This design comes from an exercise in tuning for small area, a short achievable clock period and few clock cycles per item on the open sky130 flow, not from production work. Only simulation tests tie the RTL to the original design; equivalence was not proved. Power is estimated from default activity; no workload was simulated.

==> flow/design.v (excerpt) <==
module circular_deque #(
  parameter int DEPTH = 16
) (
  input  logic                           clk,
  input  logic                           rst,
  input  logic                           in_valid,
  output logic                           in_stall,
  input  dq_pkg::in_item_t               in_data,
  output logic                           out_valid,
  input  logic                           out_stall,
  output dq_pkg::out_item_t              out_data,
  input  logic                           cfg_write,
  input  logic [dq_pkg::CFG_INDEX_W-1:0] cfg_index,
  input  logic [dq_pkg::CFG_DATA_W-1:0]  cfg_data
);
  dq_pkg::ctrl_cmd_t cmd;
  dq_ctrl u_ctrl (
    .clk       (clk),
    .rst       (rst),
    .in_valid  (in_valid),
    .in_stall  (in_stall),
    .out_valid (out_valid),
    .out_stall (out_stall),
    .cmd       (cmd)
  );
  dq_datapath u_datapath (
    .clk       (clk),
    .rst       (rst),
    .cmd       (cmd),
    .in_data   (in_data),
    .cfg_write (cfg_write),
    .cfg_index (cfg_index),
    .cfg_data  (cfg_data),
    .out_data  (out_data)
  ...
Size: roughly 610 flip-flops.
clock: 4.5 ns
lec_check: 0
cap_margin: 20
core_margin: 2
core_utilization: 65
cts_cluster_diameter: 80
cts_cluster_size: 30
setup_slack_margin: 2.4
slew_margin: 20
run.sh (not shown) runs the stock make flow with config.mk's settings and CLKGATE_MAP_FILE= SYNTH_SCRIPT=/design/flow/synth_recipe.tcl, a recipe that flattens the netlist after the stock synthesis.
The first run finished clean.
Testbench counts at the start, summed over its fixed seeds: cycles 19,264, items 19,200.
==> next run, changes <==
Settings changed: CORE_UTILIZATION 65 to 75.
What happened: Via count came out higher by 4.0%. Non-clock buffer count came out higher by 4. Die area came out lower by 13%. Synthesized area is unchanged. Global-route usage came out higher by 6.5 points.
==> next run, changes <==
Settings changed: CORE_UTILIZATION 75 to 55.
After rerunning:
- routed wire length came out lower by about 0.8%
- total power came out higher by 2.0%
- worst setup slack gets better by 0.024 ns
- global-route usage came out lower by 10 points

---

## job 101
circular_deque again, from the RTL that the note above started with.
==> flow/config.mk <==
export PLATFORM = sky130hd
export DESIGN_NAME = circular_deque
export DESIGN_NICKNAME = circular_deque
export VERILOG_FILES = /design/flow/design.v
export SDC_FILE = /design/flow/constraint.sdc
export NUM_CORES = 4
export LEC_CHECK = 0
export CAP_MARGIN = 20
export CORE_MARGIN = 2
export CORE_UTILIZATION = 55
export CTS_BUF_LIST = sky130_fd_sc_hd__clkbuf_8
export CTS_CLUSTER_DIAMETER = 60
export CTS_CLUSTER_SIZE = 20
export SETUP_SLACK_MARGIN = 2.4
export SLEW_MARGIN = 20
==> flow/constraint.sdc <==
create_clock -name core_clock -period 4.5 [get_ports {clk}]
set_input_delay 0.9000 -clock core_clock [delete_from_list [all_inputs] [get_ports {clk}]]
set_output_delay 0.9000 -clock core_clock [all_outputs]
set_load 0.01 [all_outputs]
Job 101 closes out successfully: all stages finished, all timing, DRC and antenna checks passed.
Testbench counts of job 101, summed over its fixed seeds: cycles 19,264, items 19,200.
[inputs] job 102 vs job 101
--- a/flow/config.mk
+++ b/flow/config.mk
@@ -10,4 +10,4 @@
-export CORE_UTILIZATION = 55
-export CTS_BUF_LIST = sky130_fd_sc_hd__clkbuf_8
-export CTS_CLUSTER_DIAMETER = 60
-export CTS_CLUSTER_SIZE = 20
+export CORE_UTILIZATION = 70
+export CTS_CLUSTER_DIAMETER = 80
+export CTS_CLUSTER_SIZE = 30
+export PLACE_DENSITY = 0.9
--- outcome ---
- Cmp job 101 and job 102 / global-route usage / lower: job 101
- Wire length the detailed router placed on met1 of job 102 falls short of that of job 101 by more than 10%.
- For combinational power, job 101 and job 102 come out practically identical.
- Delta (job 102 minus job 101): count of filler cells inserted in the layout went down by 48%, global-route wire length before repair now sits higher.

---

The RTL this note starts from:
==> flow/design.v <==
package dq_pkg;
  localparam int VALUE_W     = 32;
  localparam int STATUS_W    = 2;
  localparam int OPCODE_W    = 3;
  localparam int CAP_W       = 5;
  localparam int MODE_W      = 2;
  localparam int CFG_INDEX_W = 1;
  localparam int CFG_DATA_W  = CAP_W;
  localparam int DEPTH       = 16;
  localparam int IDX_W       = 4;
  localparam logic [OPCODE_W-1:0] OP_PUSH_REAR  = 3'd0;
  localparam logic [OPCODE_W-1:0] OP_PUSH_FRONT = 3'd1;
  localparam logic [OPCODE_W-1:0] OP_POP_FRONT  = 3'd2;
  localparam logic [OPCODE_W-1:0] OP_POP_REAR   = 3'd3;
  localparam logic [OPCODE_W-1:0] OP_PEEK_FRONT = 3'd4;
  localparam logic [OPCODE_W-1:0] OP_PEEK_REAR  = 3'd5;
  localparam logic [OPCODE_W-1:0] OP_STATUS     = 3'd6;
  localparam logic [STATUS_W-1:0] ST_OK          = 2'd0;
  localparam logic [STATUS_W-1:0] ST_FULL        = 2'd1;
  localparam logic [STATUS_W-1:0] ST_EMPTY       = 2'd2;
  localparam logic [STATUS_W-1:0] ST_NOT_ALLOWED = 2'd3;
  localparam logic [MODE_W-1:0] MODE_INPUT_RESTRICTED  = 2'd0;
  localparam logic [MODE_W-1:0] MODE_OUTPUT_RESTRICTED = 2'd1;
  localparam logic [MODE_W-1:0] MODE_UNRESTRICTED      = 2'd2;
  localparam logic [CFG_INDEX_W-1:0] CFG_CAPACITY         = 1'd0;
  localparam logic [CFG_INDEX_W-1:0] CFG_RESTRICTION_MODE = 1'd1;
  localparam logic [CAP_W-1:0]   CAPACITY_RESET = 5'd16;
  localparam logic [VALUE_W-1:0] EMPTY_READ     = '1;
  typedef struct packed {
    logic [OPCODE_W-1:0]       opcode;
    logic signed [VALUE_W-1:0] push_value;
  } in_item_t;
  typedef struct packed {
    logic signed [VALUE_W-1:0] read_value;
    logic [STATUS_W-1:0]       status;
    logic                      is_empty;
    logic                      is_full;
  } out_item_t;
  typedef struct packed {
    logic accept;    
    logic fire;      
    logic r_load;    
    logic o_load;    
    logic o_from_s;  
    logic s_load;    
  } ctrl_cmd_t;
endpackage
module dq_ctrl (
  input  logic              clk,
  input  logic              rst,
  input  logic              in_valid,
  output logic              in_stall,
  output logic              out_valid,
  input  logic              out_stall,
  output dq_pkg::ctrl_cmd_t cmd
);
  logic i_v, r_v, s_v;
  logic adv;
  assign adv      = !out_valid || !out_stall;
  assign in_stall = i_v && r_v && s_v;
  always_comb begin
    cmd.accept   = in_valid && !in_stall;
    cmd.fire     = i_v && !(r_v && s_v);
    cmd.r_load   = cmd.fire;
    cmd.o_load   = adv;
    cmd.o_from_s = s_v;
    cmd.s_load   = !s_v && !adv;
  end
  always_ff @(posedge clk) begin
    if (rst) begin
      i_v       <= 1'b0;
      r_v       <= 1'b0;
      s_v       <= 1'b0;
      out_valid <= 1'b0;
    end else begin
      i_v <= cmd.accept || (i_v && !cmd.fire);
      r_v <= cmd.fire || (r_v && s_v);
      if (adv) begin
        out_valid <= s_v || r_v;
        s_v       <= 1'b0;
      end else begin
        s_v <= s_v || r_v;
      end
    end
  end
endmodule
module dq_datapath (
  input  logic                           clk,
  input  logic                           rst,
  input  dq_pkg::ctrl_cmd_t              cmd,
  input  dq_pkg::in_item_t               in_data,
  input  logic                           cfg_write,
  input  logic [dq_pkg::CFG_INDEX_W-1:0] cfg_index,
  input  logic [dq_pkg::CFG_DATA_W-1:0]  cfg_data,
  output dq_pkg::out_item_t              out_data
);
  localparam int DEPTH = dq_pkg::DEPTH;
  localparam int IDX_W = dq_pkg::IDX_W;
  localparam int VW    = dq_pkg::VALUE_W;
  dq_pkg::in_item_t          item;         
  logic [VW-1:0]             mem [DEPTH];
  logic [IDX_W-1:0]          front, front_m1;    
  logic [IDX_W-1:0]          tail, tail_m1;      
  logic [4:0]                count;
  logic [4:0]                room;
  logic                      empty, full;
  logic [dq_pkg::MODE_W-1:0] mode;
  logic [DEPTH-1:0]          r_sel;        
  logic                      r_ones;       
  logic [3:0]                r_flags;      
  dq_pkg::out_item_t         skid;
  logic op_push_rear, op_push_front, op_pop_front, op_pop_rear;
  logic op_peek_front, op_peek_rear;
  logic refused;
  logic do_push_rear, do_push_front, do_pop_front, do_pop_rear;
  logic rd_front, rd_rear, rd_empty;
  logic inc, dec;
  logic [1:0] status;
  logic empty_n, full_n;
  logic [DEPTH-1:0] dec_front, dec_front_m1, dec_tail, dec_tail_m1;
  logic [DEPTH-1:0] we;
  always_comb begin
    op_push_rear  = item.opcode == dq_pkg::OP_PUSH_REAR;
    op_push_front = item.opcode == dq_pkg::OP_PUSH_FRONT;
    op_pop_front  = item.opcode == dq_pkg::OP_POP_FRONT;
    op_pop_rear   = item.opcode == dq_pkg::OP_POP_REAR;
    op_peek_front = item.opcode == dq_pkg::OP_PEEK_FRONT;
    op_peek_rear  = item.opcode == dq_pkg::OP_PEEK_REAR;
    refused = (op_push_front && mode == dq_pkg::MODE_INPUT_RESTRICTED) ||
              (op_pop_rear && mode == dq_pkg::MODE_OUTPUT_RESTRICTED);
    do_push_rear  = op_push_rear && !full;
    do_push_front = op_push_front && !refused && !full;
    do_pop_front  = op_pop_front && !empty;
    do_pop_rear   = op_pop_rear && !refused && !empty;
    rd_front      = (op_pop_front || op_peek_front) && !empty;
    rd_rear       = ((op_pop_rear && !refused) || op_peek_rear) && !empty;
    rd_empty      = (op_pop_front || op_peek_front || op_peek_rear ||
                     (op_pop_rear && !refused)) && empty;
    inc = do_push_rear || do_push_front;
    dec = do_pop_front || do_pop_rear;
    if (refused) begin
      status = dq_pkg::ST_NOT_ALLOWED;
    end else if ((op_push_rear || op_push_front) && full) begin
      status = dq_pkg::ST_FULL;
    end else if (rd_empty) begin
      status = dq_pkg::ST_EMPTY;
    end else begin
      status = dq_pkg::ST_OK;
    end
    empty_n = inc ? 1'b0 : (dec ? (count == 5'd1) : empty);
    full_n  = dec ? 1'b0 : (inc ? (room == 5'd1) : full);
    for (int i = 0; i < DEPTH; i++) begin
      dec_front[i]    = front == IDX_W'(i);
      dec_front_m1[i] = front_m1 == IDX_W'(i);
      dec_tail[i]     = tail == IDX_W'(i);
      dec_tail_m1[i]  = tail_m1 == IDX_W'(i);
    end
    we = ({DEPTH{cmd.fire && do_push_rear}} & dec_tail) |
         ({DEPTH{cmd.fire && do_push_front}} & dec_front_m1);
  end
  always_ff @(posedge clk) begin
    for (int i = 0; i < DEPTH; i++) begin
      if (we[i]) mem[i] <= item.push_value;
    end
  end
  always_ff @(posedge clk) begin
    if (cmd.accept) item <= in_data;
  end
  always_ff @(posedge clk) begin
    if (cmd.r_load) begin
      r_sel   <= ({DEPTH{rd_front}} & dec_front) | ({DEPTH{rd_rear}} & dec_tail_m1);
      r_ones  <= rd_empty;
      r_flags <= {status, empty_n, full_n};
    end
  end
  logic [4:0] cap_wr;
  always_comb begin
    if (cfg_data == 5'd0)      cap_wr = 5'd1;
    else if (cfg_data > 5'd16) cap_wr = 5'd16;
    else                       cap_wr = cfg_data;
  end
  always_ff @(posedge clk) begin
    if (rst) begin
      front    <= '0;
      front_m1 <= '1;
      tail     <= '0;
      tail_m1  <= '1;
      count    <= '0;
      room     <= dq_pkg::CAPACITY_RESET;
      empty    <= 1'b1;
      full     <= 1'b0;
      mode     <= dq_pkg::MODE_UNRESTRICTED;
    end else begin
      if (cmd.fire) begin
        if (do_push_rear) begin
          tail    <= tail + 1'b1;
          tail_m1 <= tail;
        end
        if (do_push_front) begin
          front    <= front_m1;
          front_m1 <= front_m1 - 1'b1;
        end
        if (do_pop_front) begin
          front    <= front + 1'b1;
          front_m1 <= front;
        end
        if (do_pop_rear) begin
          tail    <= tail_m1;
          tail_m1 <= tail_m1 - 1'b1;
        end
        if (inc) begin
          count <= count + 1'b1;
          room  <= room - 1'b1;
        end
        if (dec) begin
          count <= count - 1'b1;
          room  <= room + 1'b1;
        end
        empty <= empty_n;
        full  <= full_n;
      end
      if (cfg_write) begin
        if (cfg_index == dq_pkg::CFG_CAPACITY) begin
          front    <= '0;
          front_m1 <= '1;
          tail     <= '0;
          tail_m1  <= '1;
          count    <= '0;
          room     <= cap_wr;
          empty    <= 1'b1;
          full     <= 1'b0;
        end else begin
          mode <= cfg_data[dq_pkg::MODE_W-1:0];
        end
      end
    end
  end
  dq_pkg::out_item_t rres;
  always_comb begin
    rres.read_value = {VW{r_ones}};
    for (int i = 0; i < DEPTH; i++) begin
      rres.read_value = rres.read_value | ({VW{r_sel[i]}} & mem[i]);
    end
    {rres.status, rres.is_empty, rres.is_full} = r_flags;
  end
  always_ff @(posedge clk) begin
    if (cmd.s_load) skid <= rres;
    if (cmd.o_load) out_data <= cmd.o_from_s ? skid : rres;
  end
endmodule
module circular_deque #(
  parameter int DEPTH = 16
) (
  input  logic                           clk,
  input  logic                           rst,
  input  logic                           in_valid,
  output logic                           in_stall,
  input  dq_pkg::in_item_t               in_data,
  output logic                           out_valid,
  input  logic                           out_stall,
  output dq_pkg::out_item_t              out_data,
  input  logic                           cfg_write,
  input  logic [dq_pkg::CFG_INDEX_W-1:0] cfg_index,
  input  logic [dq_pkg::CFG_DATA_W-1:0]  cfg_data
);
  dq_pkg::ctrl_cmd_t cmd;
  dq_ctrl u_ctrl (
    .clk       (clk),
    .rst       (rst),
    .in_valid  (in_valid),
    .in_stall  (in_stall),
    .out_valid (out_valid),
    .out_stall (out_stall),
    .cmd       (cmd)
  );
  dq_datapath u_datapath (
    .clk       (clk),
    .rst       (rst),
    .cmd       (cmd),
    .in_data   (in_data),
    .cfg_write (cfg_write),
    .cfg_index (cfg_index),
    .cfg_data  (cfg_data),
    .out_data  (out_data)
  );
endmodule
clock: 4.5 ns
lec_check: 0
cap_margin: 20
core_margin: 2
core_utilization: 40
setup_slack_margin: 2.5
slew_margin: 20
Testbench counts at the start, summed over its fixed seeds: cycles 19,296, items 19,200.
==> next run, changes <==
ABC_CLOCK_PERIOD_IN_PS = 2000   (was not set)
CORE_UTILIZATION = 60   (was 40)
Power decreases by 0.64%.
Worst hold slack gains 0.012 ns.
Cell count decreases by 11%.
Setup slack loses 0.097 ns.
Utilization increases by 26 points.

-- what the ideal ports hide --
How much do the figures lean on ideal ports? The routed layouts below were timed once more, with nothing changed but the port constraints. Step 1 assumes that a clkbuf_16 drives the clock port and a buf_2 every other input. Step 2 moves the port delays by t, midway between the first and last clock arrival at a register: inputs arrive t later, outputs are due t later. That takes back most of the time a late clock gives input paths. Three values: ideal, step 1, step 2; two values: the first two.
run	shift t [ns]	setup slack, ns	cell pins on the clock port's net
the first run of note 1	0.631	2.408 / 2.388 / 1.863	1
the second run of note 1	0.625	2.371 / 2.314 / 1.822	1
the third run of note 1	0.648	2.395 / 2.348 / 1.832	1
job 101	0.678	2.345 / 2.313 / 1.797	1
job 102	0.623	2.349 / 2.339 / 1.851	1
the first run of note 3	0.665	2.098 / 2.098 / 1.978	1
the second run of note 3	0.665	2.001 / 2.001 / 1.902	1
After both steps setup and hold are still met in every run listed. For the third run of note 1, which loses most, drivers alone change the setup slack by -0.047 ns; drivers and shift together by -0.563 ns.
